Context: an optimization exercise on an open-source flow, tuned for small area, a short achievable clock period and few clock cycles per item. The choices shown serve that exercise and are no tape-out recipe. Where RTL was checked, it was by simulation tests only, not by an equivalence proof against the original. Power and IR drop assume default switching activity.

red:
==> module pipelineCpu, before the edit <==
module pipelineCpu (
	input  logic           CLK,
	input  logic           RST,
	output cpuPkg::wordT   imemAddr,
	input  cpuPkg::wordT   imemData,
	output cpuPkg::wordT   dmemAddr,
	output cpuPkg::wordT   dmemWData,
	output logic           dmemRead,
	output logic           dmemWrite,
	input  cpuPkg::wordT   dmemRData,
	output logic           wbValid,
	output cpuPkg::regIdxT wbReg,
	output cpuPkg::wordT   wbData
);
	cpuPkg::wordT    pc;
	cpuPkg::wordT    nextPc;
	cpuPkg::wordT    seqPc;
	cpuPkg::wordT    brTarget;
	cpuPkg::regIdxT  fRx;
	cpuPkg::regIdxT  fRy;
	logic            fUseRx;
	logic            fUseRy;
	logic            fLoad;
	logic            fStore;
	logic            fLi;
	logic            fRegWrite;
	logic            fB;
	logic            fCond;
	logic            fJr;
	logic            fSub;
	pipePkg::resSelT fResSel;
	cpuPkg::regIdxT  fDest;
	logic [8:0]      fImm;
	logic            fFwdA;
	logic            fFwdB;
	logic            fStall;
	logic            fJrFused;
	logic            fBranch;
	logic            fPred;
	pipePkg::exCtrlT fCtrl;
	logic            exValid;
	pipePkg::exCtrlT ex;
	cpuPkg::wordT    exA;
	cpuPkg::wordT    exB;
	logic            fBypA;
	logic            fBypB;
	cpuPkg::regIdxT  exDest;
	logic [8:0]      exImm;
	cpuPkg::wordT    exAlt;
	cpuPkg::wordT    valA;
	cpuPkg::wordT    valB;
	cpuPkg::wordT    regB;
	cpuPkg::wordT    opA;
	cpuPkg::wordT    opB;
	cpuPkg::wordT    aluResult;
	logic            condTaken;
	logic            redirect;
	cpuPkg::wordT    redirectPc;
	logic [2:0]      memFlags;
	logic            memRegWrite;
	logic            memRead;
	logic            memWrite;
	cpuPkg::regIdxT  memDest;
	cpuPkg::wordT    memStore;
	cpuPkg::wordT    memAlu;
	cpuPkg::wordT    memResult;
	cpuPkg::regIdxT  wbDest;
	cpuPkg::wordT    wbResult;
	assign imemAddr = pc;
	assign fRx = imemData[10:8];
	assign fRy = imemData[7:5];
	instrDecoder decoder (.instr(imemData), .useRx(fUseRx), .useRy(fUseRy), .isLoad(fLoad),
		.isStore(fStore), .isLi(fLi), .regWrite(fRegWrite), .isB(fB), .isCond(fCond),
		.isJr(fJr), .sub(fSub), .resSel(fResSel), .dest(fDest),
		.imm(fImm));
	hazardUnit hazard (.rx(fRx), .ry(fRy), .useRx(fUseRx), .useRy(fUseRy), .storeRy(fStore),
		.exValid(exValid), .exRegWrite(ex.regWrite), .exLoad(ex.memRead), .exDest(exDest),
		.fwdA(fFwdA), .fwdB(fFwdB), .stall(fStall));
	assign fJrFused = fJr && exValid && ex.isLi && exDest == fRx;
	assign fBranch = fCond && imemData[7:0] != 8'd0;
	assign fPred = fB || (fCond && imemData[7]) || fJrFused;
	assign seqPc = pc + 16'd1;
	assign brTarget = seqPc + (fB ? {{5{imemData[10]}}, imemData[10:0]} :
		{{8{imemData[7]}}, imemData[7:0]});
	always_comb
	begin
		if (redirect)
			nextPc = redirectPc;
		else if (fStall)
			nextPc = pc;
		else if (fJrFused)
			nextPc = {8'd0, exImm[7:0]};
		else if (fPred)
			nextPc = brTarget;
		else
			nextPc = seqPc;
	end
	always_ff @(posedge CLK or negedge RST)
	begin
		if (!RST)
			pc <= '0;
		else
			pc <= nextPc;
	end
	always_comb
	begin
		fCtrl.sub = fSub;
		fCtrl.resSel = fResSel;
		fCtrl.regWrite = fRegWrite;
		fCtrl.memRead = fLoad;
		fCtrl.memWrite = fStore;
		fCtrl.branch = fBranch;
		fCtrl.branchNonZero = imemData[11];
		fCtrl.pred = fPred;
		fCtrl.jumpReg = fJr && !fJrFused;
		fCtrl.fwdA = fFwdA;
		fCtrl.fwdB = fFwdB;
		fCtrl.isLi = fLi;
	end
	pipeReg #(.width(1)) exValidReg (.CLK(CLK), .RST(RST), .d(!redirect && !fStall),
		.q(exValid));
	regFile regs (.CLK(CLK), .RST(RST), .rdA(fRx), .rdB(fRy), .valA(valA), .valB(valB),
		.we(memRegWrite), .wAddr(memDest), .wData(memResult));
	assign fBypA = memRegWrite && memDest == fRx;
	assign fBypB = memRegWrite && memDest == fRy;
	always_ff @(posedge CLK)
	begin
		ex <= fCtrl;
		exA <= fFwdA || !fUseRx ? '0 : (fBypA ? memResult : valA);
		exB <= fFwdB || !(fUseRy || fStore) ? '0 : (fBypB ? memResult : valB);
		exDest <= fDest;
		exImm <= fImm;
		exAlt <= fPred ? seqPc : brTarget;
	end
	assign opA = exA | (memAlu & {16{ex.fwdA}});
	assign regB = exB | (memAlu & {16{ex.fwdB}});
	assign opB = (regB & {16{!ex.memWrite}}) | {{7{exImm[8]}}, exImm};
	executeStage execute (.ctrl(ex), .opA(opA), .opB(opB), .aluResult(aluResult));
	assign condTaken = (opA == '0) ^ ex.branchNonZero;
	assign redirect = exValid && (ex.jumpReg || (ex.branch && condTaken != ex.pred));
	assign redirectPc = ex.jumpReg ? opA : exAlt;
	pipeReg #(.width(3)) memFlagReg (.CLK(CLK), .RST(RST),
		.d({exValid && ex.regWrite, exValid && ex.memRead, exValid && ex.memWrite}),
		.q(memFlags));
	assign {memRegWrite, memRead, memWrite} = memFlags;
	always_ff @(posedge CLK)
	begin
		memDest <= exDest;
		memAlu <= aluResult;
		memStore <= regB;
	end
	assign dmemAddr = memAlu;
	assign dmemWData = memStore;
	assign dmemRead = memRead;
	assign dmemWrite = memWrite;
	assign memResult = memRead ? dmemRData : memAlu;
	pipeReg #(.width(1)) wbFlagReg (.CLK(CLK), .RST(RST), .d(memRegWrite), .q(wbValid));
	always_ff @(posedge CLK)
	begin
		wbDest <= memDest;
		wbResult <= memResult;
	end
	assign wbReg = wbDest;
	assign wbData = wbResult;
endmodule
==> flow/config.mk <==
export PLATFORM = sky130hd
export DESIGN_NAME = pipelineCpu
export DESIGN_NICKNAME = pipelineCpu
export VERILOG_FILES = /design/flow/design.v
export SDC_FILE = /design/flow/constraint.sdc
export NUM_CORES = 4
export LEC_CHECK = 0
export ABC_AREA = 1
export CAP_MARGIN = 20
export CORE_MARGIN = 2
export CORE_UTILIZATION = 40
export CTS_BUF_LIST = sky130_fd_sc_hd__clkbuf_8
export CTS_CLUSTER_SIZE = 30
export SETUP_SLACK_MARGIN = 3.0
export SLEW_MARGIN = 20
==> flow/constraint.sdc <==
create_clock -name core_clock -period 6.2 [get_ports {CLK}]
set_input_delay 1.2400 -clock core_clock [delete_from_list [all_inputs] [get_ports {CLK}]]
set_output_delay 1.2400 -clock core_clock [all_outputs]
set_load 0.01 [all_outputs]
standard.sh (not shown) runs the stock make flow with config.mk's settings and CLKGATE_MAP_FILE= SYNTH_SCRIPT=/design/flow/synth_recipe.tcl, a recipe that flattens the netlist after the stock synthesis.
==> flow/flow/run.sh <==
#!/bin/bash
# standard layout, with port buffers of a small plain buffer cell
export BUFFER_PORTS_ARGS="-buffer_cell sky130_fd_sc_hd__buf_2"
export CTS_ARGS="-sink_clustering_enable -repair_clock_nets -buf_list sky130_fd_sc_hd__clkbuf_8 -sink_clustering_size 16 -sink_clustering_max_diameter 100 -dont_use_dummy_load"
bash standard.sh > standard.log 2>&1
Testbench counts of red, summed over its fixed seeds: cycles 10,648, instrs 10,210.
Setup changes, red to orange
--- a/flow/design.v
+++ b/flow/design.v
@@ -40,4 +40,5 @@
 		logic   fwdB;
 		logic   isLi;
+		logic   useRy;       
 	} exCtrlT;
 endpackage
@@ -312,4 +313,5 @@
 		fCtrl.fwdB = fFwdB;
 		fCtrl.isLi = fLi;
+		fCtrl.useRy = fUseRy;
 	end
 	pipeReg #(.width(1)) exValidReg (.CLK(CLK), .RST(RST), .d(!redirect && !fStall),
@@ -322,13 +324,13 @@
 	begin
 		ex <= fCtrl;
-		exA <= fFwdA || !fUseRx ? '0 : (fBypA ? memResult : valA);
-		exB <= fFwdB || !(fUseRy || fStore) ? '0 : (fBypB ? memResult : valB);
+		exA <= fUseRx ? (fBypA ? memResult : valA) : '0;
+		exB <= fBypB ? memResult : valB;
 		exDest <= fDest;
 		exImm <= fImm;
 		exAlt <= fPred ? seqPc : brTarget;
 	end
-	assign opA = exA | (memAlu & {16{ex.fwdA}});
-	assign regB = exB | (memAlu & {16{ex.fwdB}});
-	assign opB = (regB & {16{!ex.memWrite}}) | {{7{exImm[8]}}, exImm};
+	assign opA = ex.fwdA ? memAlu : exA;
+	assign regB = ex.fwdB ? memAlu : exB;
+	assign opB = (regB & {16{ex.useRy}}) | {{7{exImm[8]}}, exImm};
 	executeStage execute (.ctrl(ex), .opA(opA), .opB(opB), .aluResult(aluResult));
 	assign condTaken = (opA == '0) ^ ex.branchNonZero;
==> comparison <==
orange ends up with a sequential cell count that is 0.36% higher than in red. On layout overhead on the synthesized area: between orange and red, it ends up lower for red. Looking only at arrival time of the worst setup path, and setting everything else aside, the higher value of orange and red goes to orange. Static power due to leakage, orange and red: larger value in orange. Post-synthesis share of cell area spent on full adders, half adders and majority gates essentially unchanged between red and orange. [orange] total number of vias rose 0.41% relative to red. In the metrics for orange and red, the one carrying the higher starting density of the core is red. | number of ordinary and repair buffers in the finished layout | orange vs red | about 7% higher |.
The RTL of orange was laid out without a check of its function.

* * *

== old ==
Starting RTL as in the previous note.
==> module regFile, before the edit <==
module regFile (
	input  logic           CLK,
	input  logic           RST,
	input  cpuPkg::regIdxT rdA,
	input  cpuPkg::regIdxT rdB,
	output cpuPkg::wordT   valA,
	output cpuPkg::wordT   valB,
	input  logic           we,
	input  cpuPkg::regIdxT wAddr,
	input  cpuPkg::wordT   wData
);
	cpuPkg::wordT regs [cpuPkg::regCount];
	always_ff @(posedge CLK)
	begin
		for (int i = 0; i < cpuPkg::regCount; i++)
			if (!RST || (we && wAddr == cpuPkg::regIdxT'(i)))
				regs[i] <= RST ? wData : '0;
	end
	always_comb
	begin
		valA = '0;
		valB = '0;
		for (int i = 0; i < cpuPkg::regCount; i++)
		begin
			valA |= regs[i] & {cpuPkg::dataWidth{rdA == cpuPkg::regIdxT'(i)}};
			valB |= regs[i] & {cpuPkg::dataWidth{rdB == cpuPkg::regIdxT'(i)}};
		end
	end
endmodule
export LEC_CHECK = 0
export ABC_AREA = 1
export CAP_MARGIN = 20
export CORE_MARGIN = 2
export CORE_UTILIZATION = 40
export CTS_BUF_LIST = sky130_fd_sc_hd__clkbuf_8
export CTS_CLUSTER_SIZE = 30
export SETUP_SLACK_MARGIN = 3.0
export SLEW_MARGIN = 20
create_clock -name core_clock -period 6.2 [get_ports {CLK}]
==> flow/flow/run.sh <==
#!/bin/bash
# standard layout, with port buffers of a small plain buffer cell
export BUFFER_PORTS_ARGS="-buffer_cell sky130_fd_sc_hd__buf_1"
export CTS_ARGS="-sink_clustering_enable -repair_clock_nets -buf_list sky130_fd_sc_hd__clkbuf_8 -sink_clustering_size 16 -sink_clustering_max_diameter 100 -dont_use_dummy_load"
bash standard.sh > standard.log 2>&1
Testbench counts of old, summed over its fixed seeds: cycles 10,648, instrs 10,210.
Input changes introduced in new (baseline for comparison: old):
--- a/flow/design.v
+++ b/flow/design.v
@@ -107,31 +107,38 @@
 endmodule
 module regFile (
 	input  logic           CLK,
 	input  logic           RST,
-	input  cpuPkg::regIdxT rdA,
-	input  cpuPkg::regIdxT rdB,
+	input  logic [7:0]     selA,       
+	input  logic [7:0]     selB,
 	output cpuPkg::wordT   valA,
 	output cpuPkg::wordT   valB,
+	output logic           zeroA,      
 	input  logic           we,
 	input  cpuPkg::regIdxT wAddr,
 	input  cpuPkg::wordT   wData
 );
 	cpuPkg::wordT regs [cpuPkg::regCount];
+	logic [7:0]   zero;
 	always_ff @(posedge CLK)
 	begin
 		for (int i = 0; i < cpuPkg::regCount; i++)
 			if (!RST || (we && wAddr == cpuPkg::regIdxT'(i)))
+			begin
 				regs[i] <= RST ? wData : '0;
+				zero[i] <= !RST || wData == '0;
+			end
 	end
 	always_comb
 	begin
 		valA = '0;
 		valB = '0;
+		zeroA = 1'b0;
 		for (int i = 0; i < cpuPkg::regCount; i++)
 		begin
-			valA |= regs[i] & {cpuPkg::dataWidth{rdA == cpuPkg::regIdxT'(i)}};
-			valB |= regs[i] & {cpuPkg::dataWidth{rdB == cpuPkg::regIdxT'(i)}};
+			valA |= regs[i] & {cpuPkg::dataWidth{selA[i]}};
+			valB |= regs[i] & {cpuPkg::dataWidth{selB[i]}};
+			zeroA |= zero[i] && selA[i];
 		end
 	end
 endmodule
 module hazardUnit (
@@ -234,18 +241,18 @@
 	logic            fPred;
 	pipePkg::exCtrlT fCtrl;
 	logic            exValid;
 	pipePkg::exCtrlT ex;
-	cpuPkg::wordT    exA;
-	cpuPkg::wordT    exB;
-	logic            fBypA;
-	logic            fBypB;
+	logic [7:0]      exSelA;
+	logic [7:0]      exSelB;
 	cpuPkg::regIdxT  exDest;
 	logic [8:0]      exImm;
 	cpuPkg::wordT    exAlt;
 	cpuPkg::wordT    valA;
 	cpuPkg::wordT    valB;
 	cpuPkg::wordT    regB;
+	logic            zeroA;
+	logic            zeroOpA;
 	cpuPkg::wordT    opA;
 	cpuPkg::wordT    opB;
 	cpuPkg::wordT    aluResult;
 	logic            condTaken;
@@ -313,26 +320,25 @@
 		fCtrl.isLi = fLi;
 	end
 	pipeReg #(.width(1)) exValidReg (.CLK(CLK), .RST(RST), .d(!redirect && !fStall),
 		.q(exValid));
-	regFile regs (.CLK(CLK), .RST(RST), .rdA(fRx), .rdB(fRy), .valA(valA), .valB(valB),
-		.we(memRegWrite), .wAddr(memDest), .wData(memResult));
-	assign fBypA = memRegWrite && memDest == fRx;
-	assign fBypB = memRegWrite && memDest == fRy;
 	always_ff @(posedge CLK)
 	begin
 		ex <= fCtrl;
-		exA <= fFwdA || !fUseRx ? '0 : (fBypA ? memResult : valA);
-		exB <= fFwdB || !(fUseRy || fStore) ? '0 : (fBypB ? memResult : valB);
+		exSelA <= fFwdA || !fUseRx ? 8'd0 : 8'd1 << fRx;
+		exSelB <= fFwdB || !(fUseRy || fStore) ? 8'd0 : 8'd1 << fRy;
 		exDest <= fDest;
 		exImm <= fImm;
 		exAlt <= fPred ? seqPc : brTarget;
 	end
-	assign opA = exA | (memAlu & {16{ex.fwdA}});
-	assign regB = exB | (memAlu & {16{ex.fwdB}});
+	regFile regs (.CLK(CLK), .RST(RST), .selA(exSelA), .selB(exSelB), .valA(valA),
+		.valB(valB), .zeroA(zeroA), .we(memRegWrite), .wAddr(memDest), .wData(memResult));
+	assign opA = valA | (memAlu & {16{ex.fwdA}});
+	assign regB = valB | (memAlu & {16{ex.fwdB}});
 	assign opB = (regB & {16{!ex.memWrite}}) | {{7{exImm[8]}}, exImm};
 	executeStage execute (.ctrl(ex), .opA(opA), .opB(opB), .aluResult(aluResult));
-	assign condTaken = (opA == '0) ^ ex.branchNonZero;
+	assign zeroOpA = ex.fwdA ? memAlu == '0 : zeroA;
+	assign condTaken = zeroOpA ^ ex.branchNonZero;
 	assign redirect = exValid && (ex.jumpReg || (ex.branch && condTaken != ex.pred));
 	assign redirectPc = ex.jumpReg ? opA : exAlt;
 	pipeReg #(.width(3)) memFlagReg (.CLK(CLK), .RST(RST),
 		.d({exValid && ex.regWrite, exValid && ex.memRead, exValid && ex.memWrite}),
[summary]
new finished end to end and its layout was clean on timing, DRC and antenna. Share of the final layout cell area in sequential cells for new: 2.1 points down relative to old. Highest clock frequency the design can meet delta for new relative to old: 3.6% lower. Capturing instance or port of the critical path: exB[4] -> old, memAlu[12] -> new. Summary — worst setup slack, new relative to old: lower, by 0.11 ns. after synthesis and placement, the instance count of new is above that of old. Fraction of power consumed by combinational cells: new > old. On detailed-route wire length, new tracks old almost exactly. new — detailed-route wire length per cell 1.1% lower, old as reference. Looking at final design instance area without fill, new sits about 4% higher than old does. Delta (new minus old): non-clock buffer count increased by about 40% relative to the old numbers; peak supply drop decreased by 20% relative to the old numbers.
The RTL of new was laid out without a check of its function.

* * *

before:
Another version of the RTL of pipelineCpu (not shown whole).
Size: ~1600 cells after synthesis, roughly 240 flip-flops, ~100 I/O pins, ~14000 um2 of cells after synthesis.
==> module executeStage, before the edit <==
module executeStage (
	input  pipePkg::ctrlT ctrl,
	input  cpuPkg::wordT  imm,
	input  cpuPkg::wordT  opA,
	input  cpuPkg::wordT  opB,
	output cpuPkg::wordT  aluResult,
	output logic          condTaken
);
	cpuPkg::wordT aluB;
	assign aluB = ctrl.srcImm ? imm : opB;
	always_comb
	begin
		case (ctrl.aluOp)
			pipePkg::aluSub:   aluResult = opA - aluB;
			pipePkg::aluAnd:   aluResult = opA & aluB;
			pipePkg::aluOr:    aluResult = opA | aluB;
			pipePkg::aluSlt:   aluResult = ($signed(opA) < $signed(aluB)) ?
				cpuPkg::wordT'(1) : '0;
			pipePkg::aluPassB: aluResult = aluB;
			default:           aluResult = opA + aluB;
		endcase
	end
	assign condTaken = (opA == '0) ^ ctrl.branchNonZero;
endmodule
==> module pipelineCpu, before the edit <==
module pipelineCpu (
	input  logic           CLK,
	input  logic           RST,
	output cpuPkg::wordT   imemAddr,
	input  cpuPkg::wordT   imemData,
	output cpuPkg::wordT   dmemAddr,
	output cpuPkg::wordT   dmemWData,
	output logic           dmemRead,
	output logic           dmemWrite,
	input  cpuPkg::wordT   dmemRData,
	output logic           wbValid,
	output cpuPkg::regIdxT wbReg,
	output cpuPkg::wordT   wbData
);
	cpuPkg::wordT   pc;
	cpuPkg::wordT   nextPc;
	cpuPkg::wordT   seqPc;
	cpuPkg::wordT   targetPc;
	logic [4:0]     fOp;
	logic           fIsB;
	logic           fIsBr;
	logic           fPred;
	logic           irValid;
	cpuPkg::wordT   irInstr;
	cpuPkg::wordT   irAlt;
	logic           irPred;
	logic           irCheck;
	pipePkg::ctrlT  ctrl;
	cpuPkg::wordT   imm;
	cpuPkg::regIdxT rx;
	cpuPkg::regIdxT ry;
	cpuPkg::regIdxT dest;
	cpuPkg::wordT   valA;
	cpuPkg::wordT   valB;
	cpuPkg::wordT   opA;
	cpuPkg::wordT   opB;
	logic           fwdA;
	logic           fwdB;
	cpuPkg::wordT   aluResult;
	logic           condTaken;
	logic           redirect;
	cpuPkg::wordT   redirectPc;
	logic [2:0]     memFlags;
	logic           memRegWrite;
	logic           memRead;
	logic           memWrite;
	cpuPkg::regIdxT memDest;
	cpuPkg::wordT   memAlu;
	cpuPkg::wordT   memStore;
	cpuPkg::wordT   memResult;
	cpuPkg::regIdxT wbDest;
	cpuPkg::wordT   wbResult;
	assign imemAddr = pc;
	assign fOp = imemData[15:11];
	assign fIsB = fOp == cpuPkg::opB;
	assign fIsBr = fOp == cpuPkg::opBeqz || fOp == cpuPkg::opBnez;
	assign fPred = fIsB || (fIsBr && imemData[7]);
	assign seqPc = pc + 16'd1;
	assign targetPc = seqPc + (fIsB ? {{5{imemData[10]}}, imemData[10:0]} :
		{{8{imemData[7]}}, imemData[7:0]});
	assign nextPc = redirect ? redirectPc : (fPred ? targetPc : seqPc);
	always_ff @(posedge CLK or negedge RST)
	begin
		if (!RST)
			pc <= '0;
		else
			pc <= nextPc;
	end
	pipeReg #(.width(1)) irValidReg (.CLK(CLK), .RST(RST), .d(!redirect), .q(irValid));
	always_ff @(posedge CLK)
	begin
		irInstr <= imemData;
		irAlt <= fPred ? seqPc : targetPc;
		irPred <= fPred;
		irCheck <= fIsBr && imemData[7:0] != 8'd0;
	end
	assign rx = irInstr[10:8];
	assign ry = irInstr[7:5];
	instrDecoder decoder (.instr(irInstr), .ctrl(ctrl), .imm(imm));
	assign dest = ctrl.destIsRz ? irInstr[4:2] : (ctrl.destIsRy ? ry : rx);
	regFile regs (.CLK(CLK), .RST(RST), .rdA(rx), .rdB(ry), .valA(valA), .valB(valB),
		.we(memRegWrite), .wAddr(memDest), .wData(memResult));
	hazardUnit hazard (.rx(rx), .ry(ry), .memWrites(memRegWrite), .memDest(memDest),
		.fwdA(fwdA), .fwdB(fwdB));
	assign opA = fwdA ? memResult : valA;
	assign opB = fwdB ? memResult : valB;
	executeStage execute (.ctrl(ctrl), .imm(imm), .opA(opA), .opB(opB),
		.aluResult(aluResult), .condTaken(condTaken));
	assign redirect = irValid && (ctrl.jumpReg || (irCheck && condTaken != irPred));
	assign redirectPc = ctrl.jumpReg ? opA : irAlt;
	pipeReg #(.width(3)) memFlagReg (.CLK(CLK), .RST(RST),
		.d({irValid && ctrl.regWrite, irValid && ctrl.memRead, irValid && ctrl.memWrite}),
		.q(memFlags));
	assign {memRegWrite, memRead, memWrite} = memFlags;
	always_ff @(posedge CLK)
	begin
		memDest <= dest;
		memAlu <= aluResult;
		memStore <= opB;
	end
	assign dmemAddr = memAlu;
	assign dmemWData = memStore;
	assign dmemRead = memRead;
	assign dmemWrite = memWrite;
	assign memResult = memRead ? dmemRData : memAlu;
	pipeReg #(.width(1)) wbFlagReg (.CLK(CLK), .RST(RST), .d(memRegWrite), .q(wbValid));
	always_ff @(posedge CLK)
	begin
		wbDest <= memDest;
		wbResult <= memResult;
	end
	assign wbReg = wbDest;
	assign wbData = wbResult;
endmodule
Settings: LEC_CHECK=0, ABC_CLOCK_PERIOD_IN_PS=3500, CAP_MARGIN=20, CORE_MARGIN=2, CORE_UTILIZATION=40, SETUP_SLACK_MARGIN=2.0, SLEW_MARGIN=20; clock period 6.2 ns.
run.sh (not shown) runs the stock make flow with config.mk's settings and CLKGATE_MAP_FILE= SYNTH_SCRIPT=/design/flow/synth_recipe.tcl, a recipe that flattens the netlist after the stock synthesis.
Stock flow here: none of the scripts above is used.
The final layout from before, which completed every stage, passed the timing, DRC and antenna checks at the end of the flow.
--- input diff before..after ---
--- a/flow/design.v
+++ b/flow/design.v
@@ -159,15 +159,17 @@
 	assign fwdB = memWrites && memDest == ry;
 endmodule
 module executeStage (
 	input  pipePkg::ctrlT ctrl,
+	input  cpuPkg::wordT  pc,
 	input  cpuPkg::wordT  imm,
 	input  cpuPkg::wordT  opA,
 	input  cpuPkg::wordT  opB,
 	output cpuPkg::wordT  aluResult,
-	output logic          condTaken
+	output cpuPkg::wordT  nextPc
 );
 	cpuPkg::wordT aluB;
+	logic         taken;
 	assign aluB = ctrl.srcImm ? imm : opB;
 	always_comb
 	begin
 		case (ctrl.aluOp)
@@ -179,9 +181,11 @@
 			pipePkg::aluPassB: aluResult = aluB;
 			default:           aluResult = opA + aluB;
 		endcase
 	end
-	assign condTaken = (opA == '0) ^ ctrl.branchNonZero;
+	assign taken = ctrl.jump || (ctrl.branchZero && opA == '0) ||
+		(ctrl.branchNonZero && opA != '0);
+	assign nextPc = ctrl.jumpReg ? opA : (taken ? pc + 16'd1 + imm : pc + 16'd1);
 endmodule
 module pipelineCpu (
 	input  logic           CLK,
 	input  logic           RST,
@@ -197,19 +201,8 @@
 	output cpuPkg::wordT   wbData
 );
 	cpuPkg::wordT   pc;
 	cpuPkg::wordT   nextPc;
-	cpuPkg::wordT   seqPc;
-	cpuPkg::wordT   targetPc;
-	logic [4:0]     fOp;
-	logic           fIsB;
-	logic           fIsBr;
-	logic           fPred;
-	logic           irValid;
-	cpuPkg::wordT   irInstr;
-	cpuPkg::wordT   irAlt;
-	logic           irPred;
-	logic           irCheck;
 	pipePkg::ctrlT  ctrl;
 	cpuPkg::wordT   imm;
 	cpuPkg::regIdxT rx;
 	cpuPkg::regIdxT ry;
@@ -220,11 +213,8 @@
 	cpuPkg::wordT   opB;
 	logic           fwdA;
 	logic           fwdB;
 	cpuPkg::wordT   aluResult;
-	logic           condTaken;
-	logic           redirect;
-	cpuPkg::wordT   redirectPc;
 	logic [2:0]     memFlags;
 	logic           memRegWrite;
 	logic           memRead;
 	logic           memWrite;
@@ -233,49 +223,30 @@
 	cpuPkg::wordT   memStore;
 	cpuPkg::wordT   memResult;
 	cpuPkg::regIdxT wbDest;
 	cpuPkg::wordT   wbResult;
-	assign imemAddr = pc;
-	assign fOp = imemData[15:11];
-	assign fIsB = fOp == cpuPkg::opB;
-	assign fIsBr = fOp == cpuPkg::opBeqz || fOp == cpuPkg::opBnez;
-	assign fPred = fIsB || (fIsBr && imemData[7]);
-	assign seqPc = pc + 16'd1;
-	assign targetPc = seqPc + (fIsB ? {{5{imemData[10]}}, imemData[10:0]} :
-		{{8{imemData[7]}}, imemData[7:0]});
-	assign nextPc = redirect ? redirectPc : (fPred ? targetPc : seqPc);
 	always_ff @(posedge CLK or negedge RST)
 	begin
 		if (!RST)
 			pc <= '0;
 		else
 			pc <= nextPc;
 	end
-	pipeReg #(.width(1)) irValidReg (.CLK(CLK), .RST(RST), .d(!redirect), .q(irValid));
-	always_ff @(posedge CLK)
-	begin
-		irInstr <= imemData;
-		irAlt <= fPred ? seqPc : targetPc;
-		irPred <= fPred;
-		irCheck <= fIsBr && imemData[7:0] != 8'd0;
-	end
-	assign rx = irInstr[10:8];
-	assign ry = irInstr[7:5];
-	instrDecoder decoder (.instr(irInstr), .ctrl(ctrl), .imm(imm));
-	assign dest = ctrl.destIsRz ? irInstr[4:2] : (ctrl.destIsRy ? ry : rx);
+	assign imemAddr = pc;
+	assign rx = imemData[10:8];
+	assign ry = imemData[7:5];
+	instrDecoder decoder (.instr(imemData), .ctrl(ctrl), .imm(imm));
+	assign dest = ctrl.destIsRz ? imemData[4:2] : (ctrl.destIsRy ? ry : rx);
 	regFile regs (.CLK(CLK), .RST(RST), .rdA(rx), .rdB(ry), .valA(valA), .valB(valB),
 		.we(memRegWrite), .wAddr(memDest), .wData(memResult));
 	hazardUnit hazard (.rx(rx), .ry(ry), .memWrites(memRegWrite), .memDest(memDest),
 		.fwdA(fwdA), .fwdB(fwdB));
 	assign opA = fwdA ? memResult : valA;
 	assign opB = fwdB ? memResult : valB;
-	executeStage execute (.ctrl(ctrl), .imm(imm), .opA(opA), .opB(opB),
-		.aluResult(aluResult), .condTaken(condTaken));
-	assign redirect = irValid && (ctrl.jumpReg || (irCheck && condTaken != irPred));
-	assign redirectPc = ctrl.jumpReg ? opA : irAlt;
+	executeStage execute (.ctrl(ctrl), .pc(pc), .imm(imm), .opA(opA), .opB(opB),
+		.aluResult(aluResult), .nextPc(nextPc));
 	pipeReg #(.width(3)) memFlagReg (.CLK(CLK), .RST(RST),
-		.d({irValid && ctrl.regWrite, irValid && ctrl.memRead, irValid && ctrl.memWrite}),
-		.q(memFlags));
+		.d({ctrl.regWrite, ctrl.memRead, ctrl.memWrite}), .q(memFlags));
 	assign {memRegWrite, memRead, memWrite} = memFlags;
 	always_ff @(posedge CLK)
 	begin
 		memDest <= dest;
## What came out
Looking at mean instance size in the synthesized netlist, after sits above before.
Global-route met3 utilization: after vs before up 0.46 points
Comparing before and after, the higher worst-case vdd ir drop is on after.
Taking before as the reference point, the via count of after falls by 5.2%.
Sequential share of layout area: after vs before down 2.6 points
From before to after the numbers moved as follows: combinational share of power up 6.0 points; worst hold slack saw an increase; total nets after synthesis down 11%; multi-input logic cell count has decreased.
A most common cell after layout, fill and taps aside of sky130_fd_sc_hd__nor2_1 is what before shows, while sky130_fd_sc_hd__dfrtp_1 belongs to after.
The final reports for after and before show minimum setup slack in the final design lower in the former.
Post-synthesis cell area (after vs. before) decreases by more than 10%
Testbench counts of after, summed over its fixed seeds: cycles 10,215, instrs 10,210.
No functional check of the RTL was part of before.

-- separate check: timing with driven ports --
No port has a modelled driver above. Below, the same layouts with a new extraction and two added sets of constraints. Step 1 (the two cells are an assumption about what drives the block):
set clk [get_ports {CLK}]
set_driving_cell -lib_cell sky130_fd_sc_hd__clkbuf_16 $clk
set_driving_cell -lib_cell sky130_fd_sc_hd__buf_2 [delete_from_list [all_inputs] $clk]
Step 2 moves the port delays by t, midway between the first and last clock arrival at a register: inputs arrive t later, outputs are due t later. That takes back most of the time a late clock gives input paths. a / b / c = ideal / step 1 / step 2; a / b = the first two.
run | t (ns) | setup WS [ns] | slew at the worst register clock pin (ns)
red | 0.599 | 3.165 / 3.193 / 2.594 | 0.12 / 0.12
orange | 0.605 | 3.103 / 3.133 / 2.528 | 0.11 / 0.11
old | 0.597 | 3.124 / 3.142 / 2.545 | 0.12 / 0.12
new | 0.597 | 3.010 / 3.010 / 2.627 | 0.12 / 0.12
before | 0.606 | 2.070 / 2.079 / 1.473 | 0.07 / 0.07
after | 0.583 | 2.025 / 1.926 / 1.344 | 0.07 / 0.07
After both steps setup and hold are still met in every run listed. For after, which loses most, drivers alone change the setup slack by -0.099 ns; drivers and shift together by -0.681 ns.
